This design comes from an exercise in tuning for small area on the open sky130 flow, not from production work. The RTL was checked by simulation tests, not by an equivalence proof against the original design. Power is estimated from default activity; no workload was simulated. No driver is modelled on the clock port, so clocking that relies on it looks cheaper here than on a real chip.

== run A ==
==> flow/design.v (excerpt) <==
module vec_dot_loader #(
  parameter int unsigned EXP_WIDTH = 8,
  parameter int unsigned MAN_WIDTH = 23,
  parameter int          BIAS      = -127,
  parameter int unsigned VEC_SIZE  = 17,
  localparam int unsigned FloatWidth = 1 + EXP_WIDTH + MAN_WIDTH,
  localparam int unsigned VecWidth   = VEC_SIZE * FloatWidth,
  localparam int unsigned CountWidth = $clog2(VEC_SIZE + 1),
  localparam int unsigned IdxWidth   = (VEC_SIZE > 1) ? $clog2(VEC_SIZE) : 1
) (
  input  logic                  clk_i,
  input  logic                  rst_ni,
  input  logic                  in_valid_i,
  output logic                  in_ready_o,
  input  logic [FloatWidth-1:0] in_lhs_i,
  input  logic [FloatWidth-1:0] in_rhs_i,
  input  logic                  in_last_i,
  output logic                  out_valid_o,
  input  logic                  out_ready_i,
  output logic [VecWidth-1:0]   out_lhs_o,
  output logic [VecWidth-1:0]   out_rhs_o,
  output logic [CountWidth-1:0] out_count_o
);
clock: 6.0 ns
lec_check: 0
abc_area: 1
cap_margin: 20
core_margin: 2
core_utilization: 65
place_density: 0.85
slew_margin: 20
standard.sh (not shown) runs the stock make flow with config.mk's settings and CLKGATE_MAP_FILE= SYNTH_SCRIPT=/design/flow/synth_recipe.tcl, a recipe that flattens the netlist after the stock synthesis.
==> flow/flow/run.sh <==
#!/bin/bash
# Standard ORFS layout, with the port buffers made of the smallest buffer and a
# clock tree of small clock buffers without dummy loads.
set -euo pipefail
export BUFFER_PORTS_ARGS="-buffer_cell sky130_fd_sc_hd__buf_1"
export CTS_ARGS="-sink_clustering_enable -repair_clock_nets -dont_use_dummy_load -buf_list {sky130_fd_sc_hd__clkbuf_4 sky130_fd_sc_hd__clkbuf_8 sky130_fd_sc_hd__clkbuf_16} -sink_clustering_size 30 -sink_clustering_max_diameter 100"
bash standard.sh > standard.log 2>&1
The following lists how run B was set up differently from run A:
Settings: CAP_MARGIN changed from 20 to 0; SLEW_MARGIN changed from 20 to 0; PLACE_DENSITY removed (was 0.85); GPL_ROUTABILITY_DRIVEN newly set to 0; GPL_TIMING_DRIVEN newly set to 0.
Findings:
- Summary of run B over run A: internal power consumption grew by 0.85%; count of clock-buffer cells in the layout lost 1.2%; global-route wire length before repair shows a reduction of about 1.3%; total number of cells along the worst setup path went up 1.
- Status | run A and run B | clean except run B
- Diff run A -> run B: synthesis-to-layout area growth rose 2.6 points; share of the cycle needed by the critical path after routing rose 7.5 points; count of plain and timing-repair buffers in the layout rose about 19%; total power draw rose about 2%.
- When the final numbers for run A and run B were put side by side, the met2 demand-to-capacity share in global routing turned out to be smaller in run A.
- Setup slack after placement: run B higher than run A
[inputs] run C vs run B
Settings: GPL_TIMING_DRIVEN removed (was 0); GPL_ROUTABILITY_DRIVEN removed (was 0).
[summary]
Summary across run C and run B: the single failing run is run B. Ran to the end and failed final checks on capacitance limit, slew limit: run B. Run C gives less final worst-path cycle share than run B did. [compare] base=run B new=run C: maximum frequency has increased; global-route usage has remained practically unchanged; final worst hold slack has increased; total via count after detailed routing has decreased; number of setup violations in the final report has remained practically unchanged. Run B and run C ended up with roughly the same power share of the clock group. Run C vs run B: clock power down.
Input changes introduced in run D (baseline for comparison: run C):
Settings: swapping 65 for 40 in CORE_UTILIZATION; swapping 0 for 20 in CAP_MARGIN; swapping 0 for 20 in SLEW_MARGIN.
==> flow/run.sh (new file) <==
#!/bin/bash
# synth_recipe.tcl (not shown) runs the flow's synth.tcl, then flattens the netlist and writes it again
# the make line also repeats each setting of config.mk as NAME=value (left out here)
make -C /OpenROAD-flow-scripts/flow DESIGN_CONFIG=/design/flow/config.mk WORK_HOME=/design/flow/orfs CLKGATE_MAP_FILE= SYNTH_SCRIPT=/design/flow/synth_recipe.tcl finish
removed: flow/flow/run.sh
removed: flow/standard.sh
Notes after the runs:
- Summary of run D over run C: count of cell instances traversed by the critical path rose by 1; net switching power rose by 9.9%.
- Run D: cell row count about 28% above run C
- [diff] final wirelength, run D relative to run C: regression
- Run D vs run C on slew at the pin closest to its max-slew limit: run D is the lower one.
Input changes introduced in run E (baseline for comparison: run D):
Settings: SLEW_MARGIN now 0, was 20; CORE_UTILIZATION now 65, was 40; CAP_MARGIN now 0, was 20.
==> flow/flow/run.sh (new file) <==
#!/bin/bash
# Standard ORFS layout, with the port buffers made of the smallest buffer and a
# clock tree of small clock buffers without dummy loads.
set -euo pipefail
export BUFFER_PORTS_ARGS="-buffer_cell sky130_fd_sc_hd__buf_1"
export CTS_ARGS="-sink_clustering_enable -repair_clock_nets -dont_use_dummy_load -buf_list {sky130_fd_sc_hd__clkbuf_16} -sink_clustering_size 50 -sink_clustering_max_diameter 50"
bash standard.sh > standard.log 2>&1
==> flow/standard.sh (new file) <==
#!/bin/bash
# synth_recipe.tcl (not shown) runs the flow's synth.tcl, then flattens the netlist and writes it again
# the make line also repeats each setting of config.mk as NAME=value (left out here)
make -C /OpenROAD-flow-scripts/flow DESIGN_CONFIG=/design/flow/config.mk WORK_HOME=/design/flow/orfs CLKGATE_MAP_FILE= SYNTH_SCRIPT=/design/flow/synth_recipe.tcl "${@:-finish}"
removed: flow/run.sh
[summary]
- The number of placed instances with taps included in run E sits 1008 below the value recorded for run D.
- Run E against run D: number of antenna repair diodes lower, die footprint saw a decrease, post-detailed-placement half-perimeter wirelength shrank by 2300 um, reported clock group power fell by 32%, clock-buffer cell count shrank by 43%.
- On critical path depth: between run D and run E, it ends up higher for run D.
- Row highest cell delay on the worst timing path: run E higher / run D lower

Starting RTL as in the previous note.
## vec_dot_loader
module vec_dot_loader #(
  parameter int unsigned EXP_WIDTH = 8,
  parameter int unsigned MAN_WIDTH = 23,
  parameter int          BIAS      = -127,
  parameter int unsigned VEC_SIZE  = 17,
  localparam int unsigned FloatWidth = 1 + EXP_WIDTH + MAN_WIDTH,
  localparam int unsigned VecWidth   = VEC_SIZE * FloatWidth,
  localparam int unsigned CountWidth = $clog2(VEC_SIZE + 1),
  localparam int unsigned IdxWidth   = (VEC_SIZE > 1) ? $clog2(VEC_SIZE) : 1
) (
  input  logic                  clk_i,
  input  logic                  rst_ni,
  input  logic                  in_valid_i,
  output logic                  in_ready_o,
  input  logic [FloatWidth-1:0] in_lhs_i,
  input  logic [FloatWidth-1:0] in_rhs_i,
  input  logic                  in_last_i,
  output logic                  out_valid_o,
  input  logic                  out_ready_i,
  output logic [VecWidth-1:0]   out_lhs_o,
  output logic [VecWidth-1:0]   out_rhs_o,
  output logic [CountWidth-1:0] out_count_o
);
export LEC_CHECK = 0
export ABC_AREA = 1
export CAP_MARGIN = 20
export CORE_MARGIN = 2
export CORE_UTILIZATION = 40
export SLEW_MARGIN = 20
create_clock -name core_clock -period 6.0 [get_ports {clk_i}]
==> flow/flow/run.sh <==
#!/bin/bash
# Standard ORFS layout, with the port buffers made of the smallest buffer and a
# clock tree of small clock buffers without dummy loads.
set -euo pipefail
export BUFFER_PORTS_ARGS="-buffer_cell sky130_fd_sc_hd__buf_1"
export CTS_ARGS="-sink_clustering_enable -repair_clock_nets -dont_use_dummy_load -buf_list {sky130_fd_sc_hd__clkbuf_4 sky130_fd_sc_hd__clkbuf_8} -sink_clustering_size 20"
bash standard.sh > standard.log 2>&1
The starting point ran to the end with no violations.
Next try:
- CORE_UTILIZATION: 40 -> 65
Effect: Clock-buffer cell count falls by 21; routed wire length decreases by 3.0%; utilization rises by 29 points; combinational power rises by 8.9%; global-route usage increases by 16 points; first-iteration DRC count rises by 54%.
Next try:
--- a/flow/flow/run.sh
+++ b/flow/flow/run.sh
@@ -6 +6 @@
-export CTS_ARGS="-sink_clustering_enable -repair_clock_nets -dont_use_dummy_load -buf_list {sky130_fd_sc_hd__clkbuf_4 sky130_fd_sc_hd__clkbuf_8} -sink_clustering_size 20"
+export CTS_ARGS="-sink_clustering_enable -repair_clock_nets -dont_use_dummy_load -buf_list {sky130_fd_sc_hd__clkbuf_4 sky130_fd_sc_hd__clkbuf_8 sky130_fd_sc_hd__clkbuf_16} -sink_clustering_size 30 -sink_clustering_max_diameter 100"
- CAP_MARGIN: 20 -> 0
- CORE_UTILIZATION: 65 -> 80
- PLACE_DENSITY: unset -> 0.85
- SLEW_MARGIN: 20 -> 0
Outcome: With this change the flow stopped in I/O pin placement with PPL-0024; synthesized cell count does not change; synthesized area does not change.

== harbor ==
vec_dot_loader again, from the RTL that the note above started with.
==> flow/config.mk <==
export PLATFORM = sky130hd
export DESIGN_NAME = vec_dot_loader
export DESIGN_NICKNAME = vec_dot_loader
export VERILOG_FILES = /design/flow/design.v
export SDC_FILE = /design/flow/constraint.sdc
export NUM_CORES = 4
export LEC_CHECK = 0
export ABC_AREA = 1
export CAP_MARGIN = 20
export CORE_MARGIN = 2
export CORE_UTILIZATION = 65
export SLEW_MARGIN = 20
==> flow/constraint.sdc <==
create_clock -name core_clock -period 6.0 [get_ports {clk_i}]
set_input_delay 1.2000 -clock core_clock [delete_from_list [all_inputs] [get_ports {clk_i}]]
set_output_delay 1.2000 -clock core_clock [all_outputs]
set_load 0.01 [all_outputs]
==> flow/flow/run.sh <==
#!/bin/bash
# Standard ORFS layout, with the port buffers made of the smallest buffer and a
# clock tree of small clock buffers without dummy loads.
set -euo pipefail
export BUFFER_PORTS_ARGS="-buffer_cell sky130_fd_sc_hd__buf_1"
export CTS_ARGS="-sink_clustering_enable -repair_clock_nets -dont_use_dummy_load -buf_list {sky130_fd_sc_hd__clkbuf_4 sky130_fd_sc_hd__clkbuf_8 sky130_fd_sc_hd__clkbuf_16} -sink_clustering_size 30 -sink_clustering_max_diameter 100"
bash standard.sh > standard.log 2>&1
harbor reached the end of the flow, and the finished layout is clean on the timing, DRC and antenna checks.
> inputs changed (harbor -> yarrow)
# harbor
export LEC_CHECK = 0
export ABC_AREA = 1
export CAP_MARGIN = 20
export CORE_MARGIN = 2
export CORE_UTILIZATION = 65
export SLEW_MARGIN = 20
create_clock -name core_clock -period 6.0 [get_ports {clk_i}]
# yarrow
export LEC_CHECK = 0
export ABC_AREA = 1
export CAP_MARGIN = 10
export CORE_MARGIN = 2
export CORE_UTILIZATION = 65
export PLACE_DENSITY = 0.85
export SLEW_MARGIN = 10
create_clock -name core_clock -period 6.0 [get_ports {clk_i}]
--- outcome ---
In yarrow the implementation ran to completion but is not tape-out ready, as the final checks report antenna violations.
Taking harbor as the reference, in yarrow fraction of met1 tracks used by global routing down 3.3 points; share of the clock period used by the worst path after layout up 1.2 points; area growth from synthesis to layout down 0.31 points; multi-input gate share of total cell area flat; non-clock buffer count down 14.
yarrow has less setup slack than harbor.
Peak fanout along the critical path (yarrow / harbor): 0.39
Of the two values seen for critical-path cell with the highest stage delay, sky130_fd_sc_hd__nor2_4 was produced by yarrow and sky130_fd_sc_hd__dfstp_4 by harbor.
Between harbor and yarrow, the flow reports power consumption decreasing slightly.
Looking at clock skew, yarrow sits 5.4 ps higher than harbor does.
Summary of yarrow over harbor: worst hold slack now sits higher; required time reported for the critical path endpoint climbed 1540 ps.
Inputs modified between yarrow and violet:
# yarrow
export LEC_CHECK = 0
export ABC_AREA = 1
export CAP_MARGIN = 10
export CORE_MARGIN = 2
export CORE_UTILIZATION = 65
export PLACE_DENSITY = 0.85
export SLEW_MARGIN = 10
create_clock -name core_clock -period 6.0 [get_ports {clk_i}]
# violet
export LEC_CHECK = 0
export ABC_AREA = 1
export CAP_MARGIN = 20
export CORE_MARGIN = 2
export CORE_UTILIZATION = 65
export SLEW_MARGIN = 20
create_clock -name core_clock -period 6.0 [get_ports {clk_i}]
==> flow/flow/run.sh <==
#!/bin/bash
# Standard ORFS layout, with the port buffers made of the smallest buffer and a
# clock tree of small clock buffers without dummy loads.
set -euo pipefail
export BUFFER_PORTS_ARGS="-buffer_cell sky130_fd_sc_hd__buf_1"
export CTS_ARGS="-sink_clustering_enable -repair_clock_nets -dont_use_dummy_load -buf_list {sky130_fd_sc_hd__clkbuf_8} -sink_clustering_size 20 -sink_clustering_max_diameter 60"
bash standard.sh > standard.log 2>&1
--- outcome ---
In yarrow the implementation completed, yet the final layout does not meet the checks, the culprit being antenna violations. The final layout from violet, which completed every stage, passed the timing, DRC and antenna checks at the end of the flow. Looking at net switching fraction of the power, violet sits 1.3 points higher than yarrow does. Diff violet..yarrow | sequential share of layout area | negligible. The final non-filler cell area of violet and that of yarrow are within noise of each other. Against yarrow as the reference, violet delivers a lower setup slack.

==> re-timing with driven ports <==
How much do the figures lean on ideal ports? The routed layouts below were timed once more, with nothing changed but the port constraints.
Step 1 sets driving cells, clkbuf_16 on the clock port and buf_2 on the other inputs (assumed; they add their load-dependent delay and slew).
Step 2 also shifts input and output timing later by t, the mid clock arrival at the registers, as if the neighbouring blocks saw the same clock.
a / b / c = no drivers / after step 1 / after step 2; a / b = the first two.
| run | shift t [ns] | setup WS [ns] | latest minus earliest clock arrival (ns) |
|---|---|---|---|
| run A | 0.770 | 1.905 / 1.826 / 1.232 | 0.078 / 0.078 |
| run B | 0.776 | 1.456 / 1.372 / 1.455 | 0.064 / 0.064 |
| run C | 0.780 | 1.999 / 1.910 / 1.432 | 0.064 / 0.064 |
| run D | 0.937 | 1.488 / 1.408 / 1.319 | 0.038 / 0.038 |
| run E | 0.841 | 1.951 / 1.862 / 1.449 | 0.070 / 0.070 |
| the first run of note 2 | 1.118 | 1.685 / 1.601 / 1.767 | 0.144 / 0.144 |
| the second run of note 2 | 1.038 | 1.734 / 1.655 / 1.491 | 0.108 / 0.108 |
| harbor | 0.779 | 1.951 / 1.868 / 1.523 | 0.067 / 0.066 |
| yarrow | 0.764 | 1.882 / 1.833 / 1.164 | 0.081 / 0.081 |
| violet | 0.919 | 1.857 / 1.777 / 1.509 | 0.069 / 0.069 |
For yarrow, which loses most, drivers alone change the setup slack by -0.049 ns; drivers and shift together by -0.718 ns.
